Source: an optimization exercise on an open RTL-to-GDS flow (aim: small area). Production flows keep margins and buffers that such runs may drop. RTL that was checked went through simulation tests only; none was proved equivalent to the original. For run 3, only the layout was checked, not whether the RTL still works.

## flow/design.v (module list and top-level ports; edited modules follow where they fit)
// module delay_decode: 129 lines
// module dist_square_sum: 417 lines
// module isqrt_steps_0_6: 130 lines
// module isqrt_steps_6_8: 84 lines
// module delay_calc_top: 78 lines
module delay_calc_top (
    input  logic                                 clk,
    input  logic                                 reset,
    input  logic                                 start,
    input  logic signed [delay_pkg::coord_w-1:0] x_elem,
    input  logic signed [delay_pkg::coord_w-1:0] z_elem,
    input  logic signed [delay_pkg::coord_w-1:0] x_focus,
    input  logic signed [delay_pkg::coord_w-1:0] z_focus,
    input  logic        [delay_pkg::elem_w-1:0]  elem,
    output logic        [delay_pkg::delay_w-1:0] delay_out,
    output logic        [delay_pkg::elem_w-1:0]  elem_out,
    output logic                                 done
);
  // ...
==> flow/flow/run.sh <==
#!/bin/bash
# Layout flow: the standard flow (standard.sh) with these changes to how the layout is
# made:
#  - after the standard synthesis, polarity.py re-balances the inverters around the
#    adder, xor and other complementable cells (registers and ports untouched);
#  - the port buffers are sky130_fd_sc_hd__buf_1 cells;
#  - clock tree synthesis adds no dummy loads and uses clkbuf_8 cells;
#  - the buffers ABC inserted are removed at floorplan (repair adds back what timing needs).
# Each tool's output goes to a log file in this folder (ORFS's own logs stay under orfs/logs).
set -euo pipefail
W=$PWD
{
  echo "include $W/config.mk"
  echo "export BUFFER_PORTS_ARGS = -buffer_cell sky130_fd_sc_hd__buf_1"
  echo "export CTS_ARGS = -sink_clustering_enable -repair_clock_nets -dont_use_dummy_load -buf_list sky130_fd_sc_hd__clkbuf_8"
  echo "export REMOVE_ABC_BUFFERS = 1"
} > "$W/own_config.mk"
sed "s#DESIGN_CONFIG=[^ ]*#DESIGN_CONFIG=$W/own_config.mk#" standard.sh > "$W/own_standard.sh"
bash "$W/own_standard.sh" synth > "$W/own_synth.log" 2>&1
R=$(ls -d "$W"/orfs/results/*/delay_calc_top/base)
openroad -python -exit "$W/flow/polarity.py" "$R/1_synth.odb" "$R/1_synth.odb" > "$W/own_polarity.log" 2>&1
bash "$W/own_standard.sh" > "$W/own_flow.log" 2>&1
==> flow/standard.sh <==
#!/bin/bash
# synth_recipe.tcl (not shown) runs the flow's synth.tcl, then flattens the netlist and writes it again
# the make line also repeats each setting of config.mk as NAME=value (left out here)
make -C /OpenROAD-flow-scripts/flow DESIGN_CONFIG=/design/flow/config.mk WORK_HOME=/design/flow/orfs CLKGATE_MAP_FILE= SYNTH_SCRIPT=/design/flow/synth_recipe.tcl "${@:-finish}"
==> flow/config.mk <==
export PLATFORM = sky130hd
export DESIGN_NAME = delay_calc_top
export DESIGN_NICKNAME = delay_calc_top
export VERILOG_FILES = /design/flow/design.v
export SDC_FILE = /design/flow/constraint.sdc
export NUM_CORES = 4
export LEC_CHECK = 0
export CAP_MARGIN = 20
export CORE_MARGIN = 2
export CORE_UTILIZATION = 40
export GPL_TIMING_DRIVEN = 0
export SLEW_MARGIN = 20
==> flow/constraint.sdc <==
create_clock -name core_clock -period 7.5 [get_ports {clk}]
set_input_delay 1.5000 -clock core_clock [delete_from_list [all_inputs] [get_ports {clk}]]
set_output_delay 1.5000 -clock core_clock [all_outputs]
set_load 0.01 [all_outputs]
Not shown: flow/flow/polarity.py
==> results.yml, run 1 <==
status:
  status: "finished clean"
yosys:
  netlist_area_sq_um: 7090
  syn_area_per_cell_sq_um: 10.3
critical_path:
  timing.rr.end: "p2_sat"
  cp-end-kind: "flop"
  crit_top_cell: "fa_2"
  crit_chain: "buf_1, nand2b_1, fa_2, fa_2, fa_2, fa_2, fa_2, fa_1, fa_2, fa_2, fa_2, fa_2, fa_1, fa_2, fa_2, fa_1, inv_1, fa_1, nor4_1, o21ai_1"
  cp-startpoint: "z_focus[0]"
  cp-start-kind: "primary input"
floorplanning:
  die_w_um: 137
  die_h_um: 137
  core_region_area_sq_um: 17300
  ios: 90
final_layout:
  seq_cell_count: 83
  area_dominant_class: "multi-input combinational cells"
  fillers: 1654
  layout.nets: 970
  seq_area_sq_um: 1660
global_routing:
  grt_pass1_wl_mm: 22.6
  globalRouteTotalUtil_pct: 15.5
  grt_pass1_vias: 4946
cts:
  clk_path_buf_depth: 2
sta:
  period_minus_slack_ns: 7.41
  fin_ws_ns: 0.0929
==> run 2: changes to the inputs <==
--- a/flow/flow/run.sh
+++ b/flow/flow/run.sh
@@ -13,5 +13,5 @@
   echo "include $W/config.mk"
   echo "export BUFFER_PORTS_ARGS = -buffer_cell sky130_fd_sc_hd__buf_1"
-  echo "export CTS_ARGS = -sink_clustering_enable -repair_clock_nets -dont_use_dummy_load -buf_list sky130_fd_sc_hd__clkbuf_8"
+  echo "export CTS_ARGS = -sink_clustering_enable -repair_clock_nets -dont_use_dummy_load -buf_list sky130_fd_sc_hd__clkbuf_8 -sink_clustering_size 20 -sink_clustering_max_diameter 60"
   echo "export REMOVE_ABC_BUFFERS = 1"
 } > "$W/own_config.mk"
==> results.yml, run 2 <==
floorplanning:
  core_region_area_sq_um: 17300
  placementRows: 48
  die_area_sq_um: 18800
  die_h_um: 137
  die_w_um: 137
  start_util_pct: 41.0
  ios: 90
global_routing:
  grt_start_max_net_pins: 30
  antenna_found_initial: 0
  grt_pass1_wl_mm: 22.6
  overflow: 0
  grt_pass1_vias: 4946
  globalRouteTotalUtil_pct: 15.5
cts:
  clk_path_buf_depth: 2
  clock_latency_ns: 0.38
  numCtsBuffers: 9
  clock_sinks: 83
  cts_tree: "done"
  h-tree-depth: 3
  cts-root-buf: "clkbuf_8"
  post_cts_buffers: 0
  cts.clk_slew.worst_paths_ns: 0.10
placement:
  dp_hpwl_mm: 10.3
  io_buffers: 89
  placed_area_sq_um: 7610
  dp_slack_ns: -0.824
  place.gp.congestion: 0.813
sta:
  timing.clock.skew_ns: 0.0384
  rsz0062_at_grt: "true"
  fmaxAchievable_ghz: 0.135
  worst_pin_slew_ns: 0.586
  slew_headroom_pct: 60.9
  drv_slew: 0
  fin_ws_ns: 0.0929
  setup_viol: 0
  holdWs_ns: 0.308
  fin_crit_sh_pct: 98.8
  period_minus_slack_ns: 7.41
  hold_violations: 0
routing:
  num_vias: 4596
  wl_met1_mm: 5.55
  wl_per_cell_um: 13.0
  firstDrtPassIters: 4
  final_antenna_net_count: 0
  drc: 0
  wl_met2_mm: 6.38
  vias_per_cell: 4.69
  dr.max_layer_used: "met4"
  met3_length_um: 501
  drt_iter0_markers: 153
  drt-total-wl_mm: 12.7
critical_path:
  timing.rr.end: "p2_sat"
  crit_type: "in -> reg"
  crit_arrival_ns: 7.66
  worst_ep_required_time_ns: 7.75
  crit_fanout: 2
  rr_startpoint: "p1_dx[5]"
  rr_worst_depth: 22
  cp-end-kind: "flop"
  cp-start-kind: "primary input"
  ff2ff_setup_slack_ns: 0.46
yosys:
  netlist_area_sq_um: 7090
  yosys_warnings: 1
  syn_area_per_cell_sq_um: 10.3
  synthCells: 686
final_layout:
  diodes: 0
  fin_area_sq_um: 7790
  top_regs: "p2_t (16), p1_dx (11), p1_dz (11)"
  fillers: 1654
  area_delta_synth_final_pct: 9.81
  largest_register_ffs: 16
  regMostFlops: "p2_t"
  multiInputGateArea_sq_um: 5120
  seq_area_sq_um: 1660
  final_common_cell: "fa_1"
  layout.nets: 970
  final_cell_mix: "fa_1 (116), nand2_1 (96), buf_1 (88)"
  drive_gt1_share_pct: 6.62
min_path:
  whs_endpoint: "p2_tag[0]"
  hp-start: "p1_tag[0]"
  worst_hold_path.num_cells: 0
  hold_path_class: "reg -> reg"
status:
  status: "finished clean"
flow_run:
  drv_cap: 0
run 2: cell counts in the layout (fill, tap and decap cells not counted):
No cell type changed its count.
run 2: repair_timing:
item | in CTS | in global routing
gates resized for setup | 16 | 7
endpoints found under the setup margin | 1 | 2
hold endpoints to repair | 0 | 0
hold buffers | 0 | 0
pin swaps | 3 | 4
run 2: layer usage:
| layer | GRT usage [%] | vias to the layer above |
|---|---|---|
| li1 | - | 2233 |
| met1 | 18.7 | 2239 |
| met2 | 27.6 | 103 |
| met3 | 2.39 | 21 |
| met4 | 6.19 | 0 |
| met5 | 0 | - |
run 2: final cells by class:
type	instances	share of cell area, %
sequential	83	21.4
multi-input combinational	508	65.7
inverter	65	3.13
tap	225	3.61
clock buffer	9	1.59
timing repair buffer	90	4.56
run 2: worst max-delay path: stages:
cell      delay, ns
buf_1          0.09
nand2b_1       0.16
fa_2           0.35
fa_2           0.35
fa_2           0.35
fa_2           0.40
fa_2           0.35
fa_1           0.39
fa_2           0.35
fa_2           0.36
fa_2           0.37
fa_2           0.35
fa_1           0.38
fa_2           0.35
fa_2           0.35
fa_1           0.36
inv_1          0.08
fa_1           0.42
nor4_1         0.27
o21ai_1        0.08
run 2: worst max path at each step:
stage                          start  endpoint  slack, ns
final                     z_focus[0]    p1_sat       0.09
after global routing      z_focus[0]    p1_sat      -0.09
after CTS                 z_focus[0]    p1_sat       0.02
after detailed placement  x_focus[0]    p1_sat      -0.82
after global placement    x_focus[0]    p1_sat      -0.79
after floorplan           z_focus[0]    p1_sat      -0.34
run 2: per-stage QoR:
step / util (%) / TNS [ns] / cells
floorplan: - / -0.343 / 656
global placement: 43.9 / -0.787 / 970
detailed placement: 44.0 / -0.824 / 971
CTS: 45.0 / 0 / 980
global route: 45.0 / -0.0910 / 980
finish: 45.0 / 0 / 980
==> module delay_decode, before the edit <==
module delay_decode (
    input  logic [15:0] x_elem,
    input  logic [15:0] z_elem,
    input  logic [15:0] x_focus,
    input  logic [15:0] z_focus,
    output logic [10:0] dx,
    output logic [10:0] dz,
    output logic        far
);
    logic [16:0] x_diff;
    logic [16:0] z_diff;
    logic n0, n1, n2, n3, n4, n5, n6, n7, n8, n9, n10, n11;
    logic n12, n13, n14, n15, n16, n17, n18, n19, n20, n21, n22, n23;
    logic n24, n25, n26, n27, n28, n29, n30, n31, n32, n33, n34, n35;
    logic n36, n37, n38, n39, n40, n41, n42, n43, n44, n45, n46, n47;
    logic n48, n49, n50, n51, n52, n53, n54, n55, n56, n57, n58, n59;
    logic n60, n61, n62, n63, n64, n65, n66, n67, n68, n69, n70, n71;
    logic n72, n73, n74, n75, n76, n77, n78, n79, n80, n81, n82, n83;
    logic n84, n85, n86, n87, n88, n89, n90, n91, n92, n93, n94, n95;
    logic n96, n97, n98, n99, n100, n101;
    assign n0 = ~x_elem[0];
    assign n1 = ~x_elem[1];
    assign n2 = ~x_elem[2];
    assign n3 = ~x_elem[3];
    assign n4 = ~x_elem[4];
    assign n5 = ~x_elem[5];
    assign n6 = ~x_elem[6];
    assign n7 = ~x_elem[7];
    assign n8 = ~x_elem[8];
    assign n9 = ~x_elem[9];
    assign n10 = ~x_elem[10];
    assign n11 = ~x_elem[11];
    assign n12 = ~x_elem[12];
    assign n13 = ~x_elem[13];
    assign n14 = ~x_elem[14];
    assign n15 = ~x_elem[15];
    assign n16 = ~x_elem[15];
    assign n17 = ~(x_focus[0] ^ n0);
    assign n18 = x_focus[0] | n0;
    assign n19 = x_focus[1] ^ n1 ^ n18;
    assign n20 = (x_focus[1] & n1) | (x_focus[1] & n18) | (n1 & n18);
    assign n21 = x_focus[2] ^ n2 ^ n20;
    assign n22 = (x_focus[2] & n2) | (x_focus[2] & n20) | (n2 & n20);
    assign n23 = x_focus[3] ^ n3 ^ n22;
    assign n24 = (x_focus[3] & n3) | (x_focus[3] & n22) | (n3 & n22);
    assign n25 = x_focus[4] ^ n4 ^ n24;
    assign n26 = (x_focus[4] & n4) | (x_focus[4] & n24) | (n4 & n24);
    assign n27 = x_focus[5] ^ n5 ^ n26;
    assign n28 = (x_focus[5] & n5) | (x_focus[5] & n26) | (n5 & n26);
    assign n29 = x_focus[6] ^ n6 ^ n28;
    assign n30 = (x_focus[6] & n6) | (x_focus[6] & n28) | (n6 & n28);
    assign n31 = x_focus[7] ^ n7 ^ n30;
    assign n32 = (x_focus[7] & n7) | (x_focus[7] & n30) | (n7 & n30);
    assign n33 = x_focus[8] ^ n8 ^ n32;
    assign n34 = (x_focus[8] & n8) | (x_focus[8] & n32) | (n8 & n32);
    assign n35 = x_focus[9] ^ n9 ^ n34;
    assign n36 = (x_focus[9] & n9) | (x_focus[9] & n34) | (n9 & n34);
    assign n37 = x_focus[10] ^ n10 ^ n36;
    assign n38 = (x_focus[10] & n10) | (x_focus[10] & n36) | (n10 & n36);
    assign n39 = x_focus[11] ^ n11 ^ n38;
    assign n40 = (x_focus[11] & n11) | (x_focus[11] & n38) | (n11 & n38);
    assign n41 = x_focus[12] ^ n12 ^ n40;
    assign n42 = (x_focus[12] & n12) | (x_focus[12] & n40) | (n12 & n40);
    assign n43 = x_focus[13] ^ n13 ^ n42;
    assign n44 = (x_focus[13] & n13) | (x_focus[13] & n42) | (n13 & n42);
    assign n45 = x_focus[14] ^ n14 ^ n44;
    assign n46 = (x_focus[14] & n14) | (x_focus[14] & n44) | (n14 & n44);
    assign n47 = x_focus[15] ^ n15 ^ n46;
    assign n48 = (x_focus[15] & n15) | (x_focus[15] & n46) | (n15 & n46);
    assign n49 = x_focus[15] ^ n16 ^ n48;
    assign n50 = (x_focus[15] & n16) | (x_focus[15] & n48) | (n16 & n48);
    assign n51 = ~z_elem[0];
    assign n52 = ~z_elem[1];
    assign n53 = ~z_elem[2];
    assign n54 = ~z_elem[3];
    assign n55 = ~z_elem[4];
    assign n56 = ~z_elem[5];
    assign n57 = ~z_elem[6];
    assign n58 = ~z_elem[7];
    assign n59 = ~z_elem[8];
    assign n60 = ~z_elem[9];
    assign n61 = ~z_elem[10];
    assign n62 = ~z_elem[11];
    assign n63 = ~z_elem[12];
    assign n64 = ~z_elem[13];
    assign n65 = ~z_elem[14];
    assign n66 = ~z_elem[15];
    assign n67 = ~z_elem[15];
    assign n68 = ~(z_focus[0] ^ n51);
    assign n69 = z_focus[0] | n51;
    assign n70 = z_focus[1] ^ n52 ^ n69;
    assign n71 = (z_focus[1] & n52) | (z_focus[1] & n69) | (n52 & n69);
    assign n72 = z_focus[2] ^ n53 ^ n71;
    assign n73 = (z_focus[2] & n53) | (z_focus[2] & n71) | (n53 & n71);
    assign n74 = z_focus[3] ^ n54 ^ n73;
    assign n75 = (z_focus[3] & n54) | (z_focus[3] & n73) | (n54 & n73);
    assign n76 = z_focus[4] ^ n55 ^ n75;
    assign n77 = (z_focus[4] & n55) | (z_focus[4] & n75) | (n55 & n75);
    assign n78 = z_focus[5] ^ n56 ^ n77;
    assign n79 = (z_focus[5] & n56) | (z_focus[5] & n77) | (n56 & n77);
    assign n80 = z_focus[6] ^ n57 ^ n79;
    assign n81 = (z_focus[6] & n57) | (z_focus[6] & n79) | (n57 & n79);
    assign n82 = z_focus[7] ^ n58 ^ n81;
    assign n83 = (z_focus[7] & n58) | (z_focus[7] & n81) | (n58 & n81);
    assign n84 = z_focus[8] ^ n59 ^ n83;
    assign n85 = (z_focus[8] & n59) | (z_focus[8] & n83) | (n59 & n83);
    assign n86 = z_focus[9] ^ n60 ^ n85;
    assign n87 = (z_focus[9] & n60) | (z_focus[9] & n85) | (n60 & n85);
    assign n88 = z_focus[10] ^ n61 ^ n87;
    assign n89 = (z_focus[10] & n61) | (z_focus[10] & n87) | (n61 & n87);
    assign n90 = z_focus[11] ^ n62 ^ n89;
    assign n91 = (z_focus[11] & n62) | (z_focus[11] & n89) | (n62 & n89);
    assign n92 = z_focus[12] ^ n63 ^ n91;
    assign n93 = (z_focus[12] & n63) | (z_focus[12] & n91) | (n63 & n91);
    assign n94 = z_focus[13] ^ n64 ^ n93;
    assign n95 = (z_focus[13] & n64) | (z_focus[13] & n93) | (n64 & n93);
    assign n96 = z_focus[14] ^ n65 ^ n95;
    assign n97 = (z_focus[14] & n65) | (z_focus[14] & n95) | (n65 & n95);
    assign n98 = z_focus[15] ^ n66 ^ n97;
    assign n99 = (z_focus[15] & n66) | (z_focus[15] & n97) | (n66 & n97);
    assign n100 = z_focus[15] ^ n67 ^ n99;
    assign n101 = (z_focus[15] & n67) | (z_focus[15] & n99) | (n67 & n99);
    assign x_diff = {n49, n47, n45, n43, n41, n39, n37, n35, n33, n31, n29, n27, n25, n23, n21, n19, n17};
    assign z_diff = {n100, n98, n96, n94, n92, n90, n88, n86, n84, n82, n80, n78, n76, n74, n72, n70, n68};
    assign dx  = x_diff[10:0];
    assign dz  = z_diff[10:0];
    assign far = !(x_diff[16:10] == 7'h00 || x_diff[16:10] == 7'h7f) ||
                 !(z_diff[16:10] == 7'h00 || z_diff[16:10] == 7'h7f);
endmodule
==> run 3: changes to the inputs <==
--- a/flow/design.v
+++ b/flow/design.v
@@ -16,6 +16,8 @@
     output logic        far
 );
-    logic [16:0] x_diff;
-    logic [16:0] z_diff;
+    logic [9:0] x_lo, z_lo;
+    logic [6:0] x_hi, z_hi;
+    logic       x_borrow, z_borrow;
+    logic       x_fits, z_fits;
     logic n0, n1, n2, n3, n4, n5, n6, n7, n8, n9, n10, n11;
     logic n12, n13, n14, n15, n16, n17, n18, n19, n20, n21, n22, n23;
@@ -26,5 +28,5 @@
     logic n72, n73, n74, n75, n76, n77, n78, n79, n80, n81, n82, n83;
     logic n84, n85, n86, n87, n88, n89, n90, n91, n92, n93, n94, n95;
-    logic n96, n97, n98, n99, n100, n101;
+    logic n96, n97, n98, n99;
     assign n0 = ~x_elem[0];
     assign n1 = ~x_elem[1];
@@ -43,96 +45,101 @@
     assign n14 = ~x_elem[14];
     assign n15 = ~x_elem[15];
-    assign n16 = ~x_elem[15];
-    assign n17 = ~(x_focus[0] ^ n0);
-    assign n18 = x_focus[0] | n0;
-    assign n19 = x_focus[1] ^ n1 ^ n18;
-    assign n20 = (x_focus[1] & n1) | (x_focus[1] & n18) | (n1 & n18);
-    assign n21 = x_focus[2] ^ n2 ^ n20;
-    assign n22 = (x_focus[2] & n2) | (x_focus[2] & n20) | (n2 & n20);
-    assign n23 = x_focus[3] ^ n3 ^ n22;
-    assign n24 = (x_focus[3] & n3) | (x_focus[3] & n22) | (n3 & n22);
-    assign n25 = x_focus[4] ^ n4 ^ n24;
-    assign n26 = (x_focus[4] & n4) | (x_focus[4] & n24) | (n4 & n24);
-    assign n27 = x_focus[5] ^ n5 ^ n26;
-    assign n28 = (x_focus[5] & n5) | (x_focus[5] & n26) | (n5 & n26);
-    assign n29 = x_focus[6] ^ n6 ^ n28;
-    assign n30 = (x_focus[6] & n6) | (x_focus[6] & n28) | (n6 & n28);
-    assign n31 = x_focus[7] ^ n7 ^ n30;
-    assign n32 = (x_focus[7] & n7) | (x_focus[7] & n30) | (n7 & n30);
-    assign n33 = x_focus[8] ^ n8 ^ n32;
-    assign n34 = (x_focus[8] & n8) | (x_focus[8] & n32) | (n8 & n32);
-    assign n35 = x_focus[9] ^ n9 ^ n34;
-    assign n36 = (x_focus[9] & n9) | (x_focus[9] & n34) | (n9 & n34);
-    assign n37 = x_focus[10] ^ n10 ^ n36;
-    assign n38 = (x_focus[10] & n10) | (x_focus[10] & n36) | (n10 & n36);
-    assign n39 = x_focus[11] ^ n11 ^ n38;
-    assign n40 = (x_focus[11] & n11) | (x_focus[11] & n38) | (n11 & n38);
-    assign n41 = x_focus[12] ^ n12 ^ n40;
-    assign n42 = (x_focus[12] & n12) | (x_focus[12] & n40) | (n12 & n40);
-    assign n43 = x_focus[13] ^ n13 ^ n42;
-    assign n44 = (x_focus[13] & n13) | (x_focus[13] & n42) | (n13 & n42);
-    assign n45 = x_focus[14] ^ n14 ^ n44;
-    assign n46 = (x_focus[14] & n14) | (x_focus[14] & n44) | (n14 & n44);
-    assign n47 = x_focus[15] ^ n15 ^ n46;
-    assign n48 = (x_focus[15] & n15) | (x_focus[15] & n46) | (n15 & n46);
-    assign n49 = x_focus[15] ^ n16 ^ n48;
-    assign n50 = (x_focus[15] & n16) | (x_focus[15] & n48) | (n16 & n48);
-    assign n51 = ~z_elem[0];
-    assign n52 = ~z_elem[1];
-    assign n53 = ~z_elem[2];
-    assign n54 = ~z_elem[3];
-    assign n55 = ~z_elem[4];
-    assign n56 = ~z_elem[5];
-    assign n57 = ~z_elem[6];
-    assign n58 = ~z_elem[7];
-    assign n59 = ~z_elem[8];
-    assign n60 = ~z_elem[9];
-    assign n61 = ~z_elem[10];
-    assign n62 = ~z_elem[11];
-    assign n63 = ~z_elem[12];
-    assign n64 = ~z_elem[13];
-    assign n65 = ~z_elem[14];
-    assign n66 = ~z_elem[15];
-    assign n67 = ~z_elem[15];
-    assign n68 = ~(z_focus[0] ^ n51);
-    assign n69 = z_focus[0] | n51;
-    assign n70 = z_focus[1] ^ n52 ^ n69;
-    assign n71 = (z_focus[1] & n52) | (z_focus[1] & n69) | (n52 & n69);
-    assign n72 = z_focus[2] ^ n53 ^ n71;
-    assign n73 = (z_focus[2] & n53) | (z_focus[2] & n71) | (n53 & n71);
-    assign n74 = z_focus[3] ^ n54 ^ n73;
-    assign n75 = (z_focus[3] & n54) | (z_focus[3] & n73) | (n54 & n73);
-    assign n76 = z_focus[4] ^ n55 ^ n75;
-    assign n77 = (z_focus[4] & n55) | (z_focus[4] & n75) | (n55 & n75);
-    assign n78 = z_focus[5] ^ n56 ^ n77;
-    assign n79 = (z_focus[5] & n56) | (z_focus[5] & n77) | (n56 & n77);
-    assign n80 = z_focus[6] ^ n57 ^ n79;
-    assign n81 = (z_focus[6] & n57) | (z_focus[6] & n79) | (n57 & n79);
-    assign n82 = z_focus[7] ^ n58 ^ n81;
-    assign n83 = (z_focus[7] & n58) | (z_focus[7] & n81) | (n58 & n81);
-    assign n84 = z_focus[8] ^ n59 ^ n83;
-    assign n85 = (z_focus[8] & n59) | (z_focus[8] & n83) | (n59 & n83);
-    assign n86 = z_focus[9] ^ n60 ^ n85;
-    assign n87 = (z_focus[9] & n60) | (z_focus[9] & n85) | (n60 & n85);
-    assign n88 = z_focus[10] ^ n61 ^ n87;
-    assign n89 = (z_focus[10] & n61) | (z_focus[10] & n87) | (n61 & n87);
-    assign n90 = z_focus[11] ^ n62 ^ n89;
-    assign n91 = (z_focus[11] & n62) | (z_focus[11] & n89) | (n62 & n89);
-    assign n92 = z_focus[12] ^ n63 ^ n91;
-    assign n93 = (z_focus[12] & n63) | (z_focus[12] & n91) | (n63 & n91);
-    assign n94 = z_focus[13] ^ n64 ^ n93;
-    assign n95 = (z_focus[13] & n64) | (z_focus[13] & n93) | (n64 & n93);
-    assign n96 = z_focus[14] ^ n65 ^ n95;
-    assign n97 = (z_focus[14] & n65) | (z_focus[14] & n95) | (n65 & n95);
-    assign n98 = z_focus[15] ^ n66 ^ n97;
-    assign n99 = (z_focus[15] & n66) | (z_focus[15] & n97) | (n66 & n97);
-    assign n100 = z_focus[15] ^ n67 ^ n99;
-    assign n101 = (z_focus[15] & n67) | (z_focus[15] & n99) | (n67 & n99);
-    assign x_diff = {n49, n47, n45, n43, n41, n39, n37, n35, n33, n31, n29, n27, n25, n23, n21, n19, n17};
-    assign z_diff = {n100, n98, n96, n94, n92, n90, n88, n86, n84, n82, n80, n78, n76, n74, n72, n70, n68};
-    assign dx  = x_diff[10:0];
-    assign dz  = z_diff[10:0];
-    assign far = !(x_diff[16:10] == 7'h00 || x_diff[16:10] == 7'h7f) ||
-                 !(z_diff[16:10] == 7'h00 || z_diff[16:10] == 7'h7f);
+    assign n16 = ~(x_focus[0] ^ n0);
+    assign n17 = x_focus[0] | n0;
+    assign n18 = x_focus[1] ^ n1 ^ n17;
+    assign n19 = (x_focus[1] & n1) | (x_focus[1] & n17) | (n1 & n17);
+    assign n20 = x_focus[2] ^ n2 ^ n19;
+    assign n21 = (x_focus[2] & n2) | (x_focus[2] & n19) | (n2 & n19);
+    assign n22 = x_focus[3] ^ n3 ^ n21;
+    assign n23 = (x_focus[3] & n3) | (x_focus[3] & n21) | (n3 & n21);
+    assign n24 = x_focus[4] ^ n4 ^ n23;
+    assign n25 = (x_focus[4] & n4) | (x_focus[4] & n23) | (n4 & n23);
+    assign n26 = x_focus[5] ^ n5 ^ n25;
+    assign n27 = (x_focus[5] & n5) | (x_focus[5] & n25) | (n5 & n25);
+    assign n28 = x_focus[6] ^ n6 ^ n27;
+    assign n29 = (x_focus[6] & n6) | (x_focus[6] & n27) | (n6 & n27);
+    assign n30 = x_focus[7] ^ n7 ^ n29;
+    assign n31 = (x_focus[7] & n7) | (x_focus[7] & n29) | (n7 & n29);
+    assign n32 = x_focus[8] ^ n8 ^ n31;
+    assign n33 = (x_focus[8] & n8) | (x_focus[8] & n31) | (n8 & n31);
+    assign n34 = x_focus[9] ^ n9 ^ n33;
+    assign n35 = (x_focus[9] & n9) | (x_focus[9] & n33) | (n9 & n33);
+    assign n36 = ~(x_focus[10] ^ n10);
+    assign n37 = x_focus[10] | n10;
+    assign n38 = x_focus[11] ^ n11 ^ n37;
+    assign n39 = (x_focus[11] & n11) | (x_focus[11] & n37) | (n11 & n37);
+    assign n40 = x_focus[12] ^ n12 ^ n39;
+    assign n41 = (x_focus[12] & n12) | (x_focus[12] & n39) | (n12 & n39);
+    assign n42 = x_focus[13] ^ n13 ^ n41;
+    assign n43 = (x_focus[13] & n13) | (x_focus[13] & n41) | (n13 & n41);
+    assign n44 = x_focus[14] ^ n14 ^ n43;
+    assign n45 = (x_focus[14] & n14) | (x_focus[14] & n43) | (n14 & n43);
+    assign n46 = x_focus[15] ^ n15 ^ n45;
+    assign n47 = (x_focus[15] & n15) | (x_focus[15] & n45) | (n15 & n45);
+    assign n48 = x_focus[15] ^ n15 ^ n47;
+    assign n49 = (x_focus[15] & n15) | (x_focus[15] & n47) | (n15 & n47);
+    assign n50 = ~z_elem[0];
+    assign n51 = ~z_elem[1];
+    assign n52 = ~z_elem[2];
+    assign n53 = ~z_elem[3];
+    assign n54 = ~z_elem[4];
+    assign n55 = ~z_elem[5];
+    assign n56 = ~z_elem[6];
+    assign n57 = ~z_elem[7];
+    assign n58 = ~z_elem[8];
+    assign n59 = ~z_elem[9];
+    assign n60 = ~z_elem[10];
+    assign n61 = ~z_elem[11];
+    assign n62 = ~z_elem[12];
+    assign n63 = ~z_elem[13];
+    assign n64 = ~z_elem[14];
+    assign n65 = ~z_elem[15];
+    assign n66 = ~(z_focus[0] ^ n50);
+    assign n67 = z_focus[0] | n50;
+    assign n68 = z_focus[1] ^ n51 ^ n67;
+    assign n69 = (z_focus[1] & n51) | (z_focus[1] & n67) | (n51 & n67);
+    assign n70 = z_focus[2] ^ n52 ^ n69;
+    assign n71 = (z_focus[2] & n52) | (z_focus[2] & n69) | (n52 & n69);
+    assign n72 = z_focus[3] ^ n53 ^ n71;
+    assign n73 = (z_focus[3] & n53) | (z_focus[3] & n71) | (n53 & n71);
+    assign n74 = z_focus[4] ^ n54 ^ n73;
+    assign n75 = (z_focus[4] & n54) | (z_focus[4] & n73) | (n54 & n73);
+    assign n76 = z_focus[5] ^ n55 ^ n75;
+    assign n77 = (z_focus[5] & n55) | (z_focus[5] & n75) | (n55 & n75);
+    assign n78 = z_focus[6] ^ n56 ^ n77;
+    assign n79 = (z_focus[6] & n56) | (z_focus[6] & n77) | (n56 & n77);
+    assign n80 = z_focus[7] ^ n57 ^ n79;
+    assign n81 = (z_focus[7] & n57) | (z_focus[7] & n79) | (n57 & n79);
+    assign n82 = z_focus[8] ^ n58 ^ n81;
+    assign n83 = (z_focus[8] & n58) | (z_focus[8] & n81) | (n58 & n81);
+    assign n84 = z_focus[9] ^ n59 ^ n83;
+    assign n85 = (z_focus[9] & n59) | (z_focus[9] & n83) | (n59 & n83);
+    assign n86 = ~(z_focus[10] ^ n60);
+    assign n87 = z_focus[10] | n60;
+    assign n88 = z_focus[11] ^ n61 ^ n87;
+    assign n89 = (z_focus[11] & n61) | (z_focus[11] & n87) | (n61 & n87);
+    assign n90 = z_focus[12] ^ n62 ^ n89;
+    assign n91 = (z_focus[12] & n62) | (z_focus[12] & n89) | (n62 & n89);
+    assign n92 = z_focus[13] ^ n63 ^ n91;
+    assign n93 = (z_focus[13] & n63) | (z_focus[13] & n91) | (n63 & n91);
+    assign n94 = z_focus[14] ^ n64 ^ n93;
+    assign n95 = (z_focus[14] & n64) | (z_focus[14] & n93) | (n64 & n93);
+    assign n96 = z_focus[15] ^ n65 ^ n95;
+    assign n97 = (z_focus[15] & n65) | (z_focus[15] & n95) | (n65 & n95);
+    assign n98 = z_focus[15] ^ n65 ^ n97;
+    assign n99 = (z_focus[15] & n65) | (z_focus[15] & n97) | (n65 & n97);
+    assign x_lo = {n34, n32, n30, n28, n26, n24, n22, n20, n18, n16};
+    assign x_hi = {n48, n46, n44, n42, n40, n38, n36};
+    assign x_borrow = ~n35;
+    assign z_lo = {n84, n82, n80, n78, n76, n74, n72, n70, n68, n66};
+    assign z_hi = {n98, n96, n94, n92, n90, n88, n86};
+    assign z_borrow = ~n85;
+    assign x_fits = (x_hi[6:1] == 6'h00 && (!x_hi[0] || x_borrow)) ||
+                    (x_hi[6:1] == 6'h3f && x_hi[0] && !x_borrow);
+    assign z_fits = (z_hi[6:1] == 6'h00 && (!z_hi[0] || z_borrow)) ||
+                    (z_hi[6:1] == 6'h3f && z_hi[0] && !z_borrow);
+    assign dx  = {x_hi[0] ^ x_borrow, x_lo};
+    assign dz  = {z_hi[0] ^ z_borrow, z_lo};
+    assign far = !x_fits || !z_fits;
 endmodule
 `default_nettype wire
--- a/flow/flow/run.sh
+++ b/flow/flow/run.sh
@@ -13,5 +13,5 @@
   echo "include $W/config.mk"
   echo "export BUFFER_PORTS_ARGS = -buffer_cell sky130_fd_sc_hd__buf_1"
-  echo "export CTS_ARGS = -sink_clustering_enable -repair_clock_nets -dont_use_dummy_load -buf_list sky130_fd_sc_hd__clkbuf_8 -sink_clustering_size 20 -sink_clustering_max_diameter 60"
+  echo "export CTS_ARGS = -sink_clustering_enable -repair_clock_nets -dont_use_dummy_load -buf_list sky130_fd_sc_hd__clkbuf_8"
   echo "export REMOVE_ABC_BUFFERS = 1"
 } > "$W/own_config.mk"
==> results.yml, run 3 <==
status:
  status: "finished clean"
critical_path:
  crit_top_cell: "fa_1"
  crit_type: "reg -> reg"
  worst_ep_required_time_ns: 7.76
  cp-start-kind: "flop"
  slowest_delay_ns: 0.65
  crit_arrival_ns: 7.36
  crit_chain: "inv_1, nor2_1, fa_1, fa_1, fa_1, fa_1, fa_1, fa_1, fa_1, fa_1, fa_1, fa_1, fa_1, nor2b_1, o22ai_1, a22oi_1, o22ai_1, a21oi_1, or4_1, a21o_1"
  cp-end-kind: "flop"
  crit_fanout: 11
  worst_path_max_delay_cell: "dfxtp_1"
routing:
  final_antenna_net_count: 0
  wl_per_cell_um: 13.8
  met3_length_um: 606
  dr.max_layer_used: "met4"
  num_vias: 4693
  drt_iter0_markers: 105
  drt-total-wl_mm: 13.5
  vias_per_cell: 4.80
  drc: 0
  wl_met1_mm: 5.52
  wl_met2_mm: 7.13
  firstDrtPassIters: 4
cts:
  clk_path_buf_depth: 2
  ctsHoldBuffers: 0
  clock_sinks: 83
  h-tree-depth: 3
  clock_latency_ns: 0.38
  cts.clk_slew.worst_paths_ns: 0.09
  cts-root-buf: "clkbuf_8"
  numCtsBuffers: 9
  cts_tree: "done"
yosys:
  netlist_area_sq_um: 7170
  syn_area_per_cell_sq_um: 10.5
  synthCells: 683
  yosys_warnings: 1
floorplanning:
  die_h_um: 138
  core_region_area_sq_um: 17400
  ios: 90
  die_area_sq_um: 19000
  start_util_pct: 41.1
  die_w_um: 138
  placementRows: 48
flow_run:
  drv_cap: 0
sta:
  setup_viol: 0
  slew_headroom_pct: 55.0
  fin_crit_sh_pct: 94.8
  drv_slew: 0
  fin_tns_setup_ns: 0
  hold_violations: 0
  worst_pin_slew_ns: 0.670
  timing.clock.skew_ns: 0.0293
  rsz0062_at_grt: "false"
  fmaxAchievable_ghz: 0.141
  period_minus_slack_ns: 7.11
  fin_ws_ns: 0.394
min_path:
  hold_path_class: "reg -> reg"
final_layout:
  final_cell_mix: "fa_1 (134), buf_1 (88), dfxtp_1 (80)"
  diodes: 0
  area_delta_synth_final_pct: 9.03
  regMostFlops: "p2_t"
  top_regs: "p2_t (16), p1_dx (11), p1_dz (11)"
  layout.nets: 970
  drive_gt1_share_pct: 4.12
  largest_register_ffs: 16
  final_common_cell: "fa_1"
global_routing:
  overflow: 0
  antenna_found_initial: 0
  globalRouteTotalUtil_pct: 16.3
  grt_pass1_vias: 5113
  grt_pass1_wl_mm: 23.8
  grt_start_max_net_pins: 30
placement:
  dp_hpwl_mm: 10.9
  io_buffers: 89
  place.gp.congestion: 0.823
  dp_slack_ns: 0.293
==> run 3: area by class of cell <==
| cell class | count | area, sq um |
|---|---|---|
| tap | 225 | 282 |
| sequential | 83 | 1670 |
| multi-input combinational | 509 | 5150 |
| clock buffer | 9 | 124 |
| inverter | 62 | 233 |
| timing repair buffer | 90 | 355 |
| fill | 1669 | 9600 |
==> run 3: path summary, 6_finish.rpt <==
kind         depth (start not counted)       from  slack, ns   endpoint
max reg2reg                         20   p1_dx[5]       0.39     p2_sat
min                                  0  p1_tag[0]       0.32  p2_tag[0]
max                                 20   p1_dx[5]       0.39     p2_sat
min reg2reg                          0  p1_tag[0]       0.32  p2_tag[0]
==> run 3: worst max-delay path, delay by kind of cell (launching register included) <==
family                     cells  cell delay, ns
buffers and inverters          1            0.12
adders and majority gates     11            4.65
DFF                            1            0.65
and+or+nand+nor                3            0.81
AOI/OAI and AO/OA              5            0.75
==> run 3: repair_timing <==
| action | in CTS | in global routing |
|---|---|---|
| gates resized for setup | 0 | 2 |
| endpoints found under the setup margin | 0 | 1 |
| setup buffers | 0 | 0 |
==> run 3: stage by stage <==
| stage | utilization, % | instances | cell area (sq um) | hold slack, ns |
|---|---|---|---|---|
| final | 44.9 | 978 | 7810 | 0.319 |
| after global routing | 44.9 | 978 | 7810 | 0.332 |
| after CTS | 44.8 | 978 | 7810 | 0.318 |
| after detailed placement | 44.1 | 969 | 7690 | 0.313 |
| after global placement | 44.0 | 968 | 7660 | 0.310 |
| after floorplan | - | 654 | 7050 | 0.310 |
==> run 3: routing by layer <==
metal	vias up	GRT usage (%)
li1	2236	-
met1	2332	18.8
met2	112	30.1
met3	13	3.13
met4	0	5.16
met5	-	0

[what the ideal ports hide]
The flow's constraints put no driver on any port. The routed layouts listed below were extracted and timed again, unchanged, in two steps.
Step 1: set_driving_cell puts a clkbuf_16 on clk and a buf_2 on each other input, an assumption about the parent block.
Step 2, shift: input delay + t, output delay - t, t = (earliest + latest rising clock arrival at the registers) / 2. This alone moves slack from input paths to output paths.
a / b / c = ideal ports / drivers / drivers and shift; a / b = the first two.
run | t, ns | setup WS [ns] | hold WS [ns] | worst slew at a driven data input, ns | pins driven straight from the clock port
run 1 | 0.400 | 0.093 / 0.109 / -0.291 | 0.308 / 0.308 / 0.308 | 0.04 | 1
run 2 | 0.400 | 0.093 / 0.109 / -0.291 | 0.308 / 0.308 / 0.308 | 0.04 | 1
run 3 | 0.399 | 0.394 / 0.394 / 0.394 | 0.319 / 0.319 / 0.319 | 0.04 | 1
Met with ideal ports but missed after step 2: setup timing in run 1 and run 2.
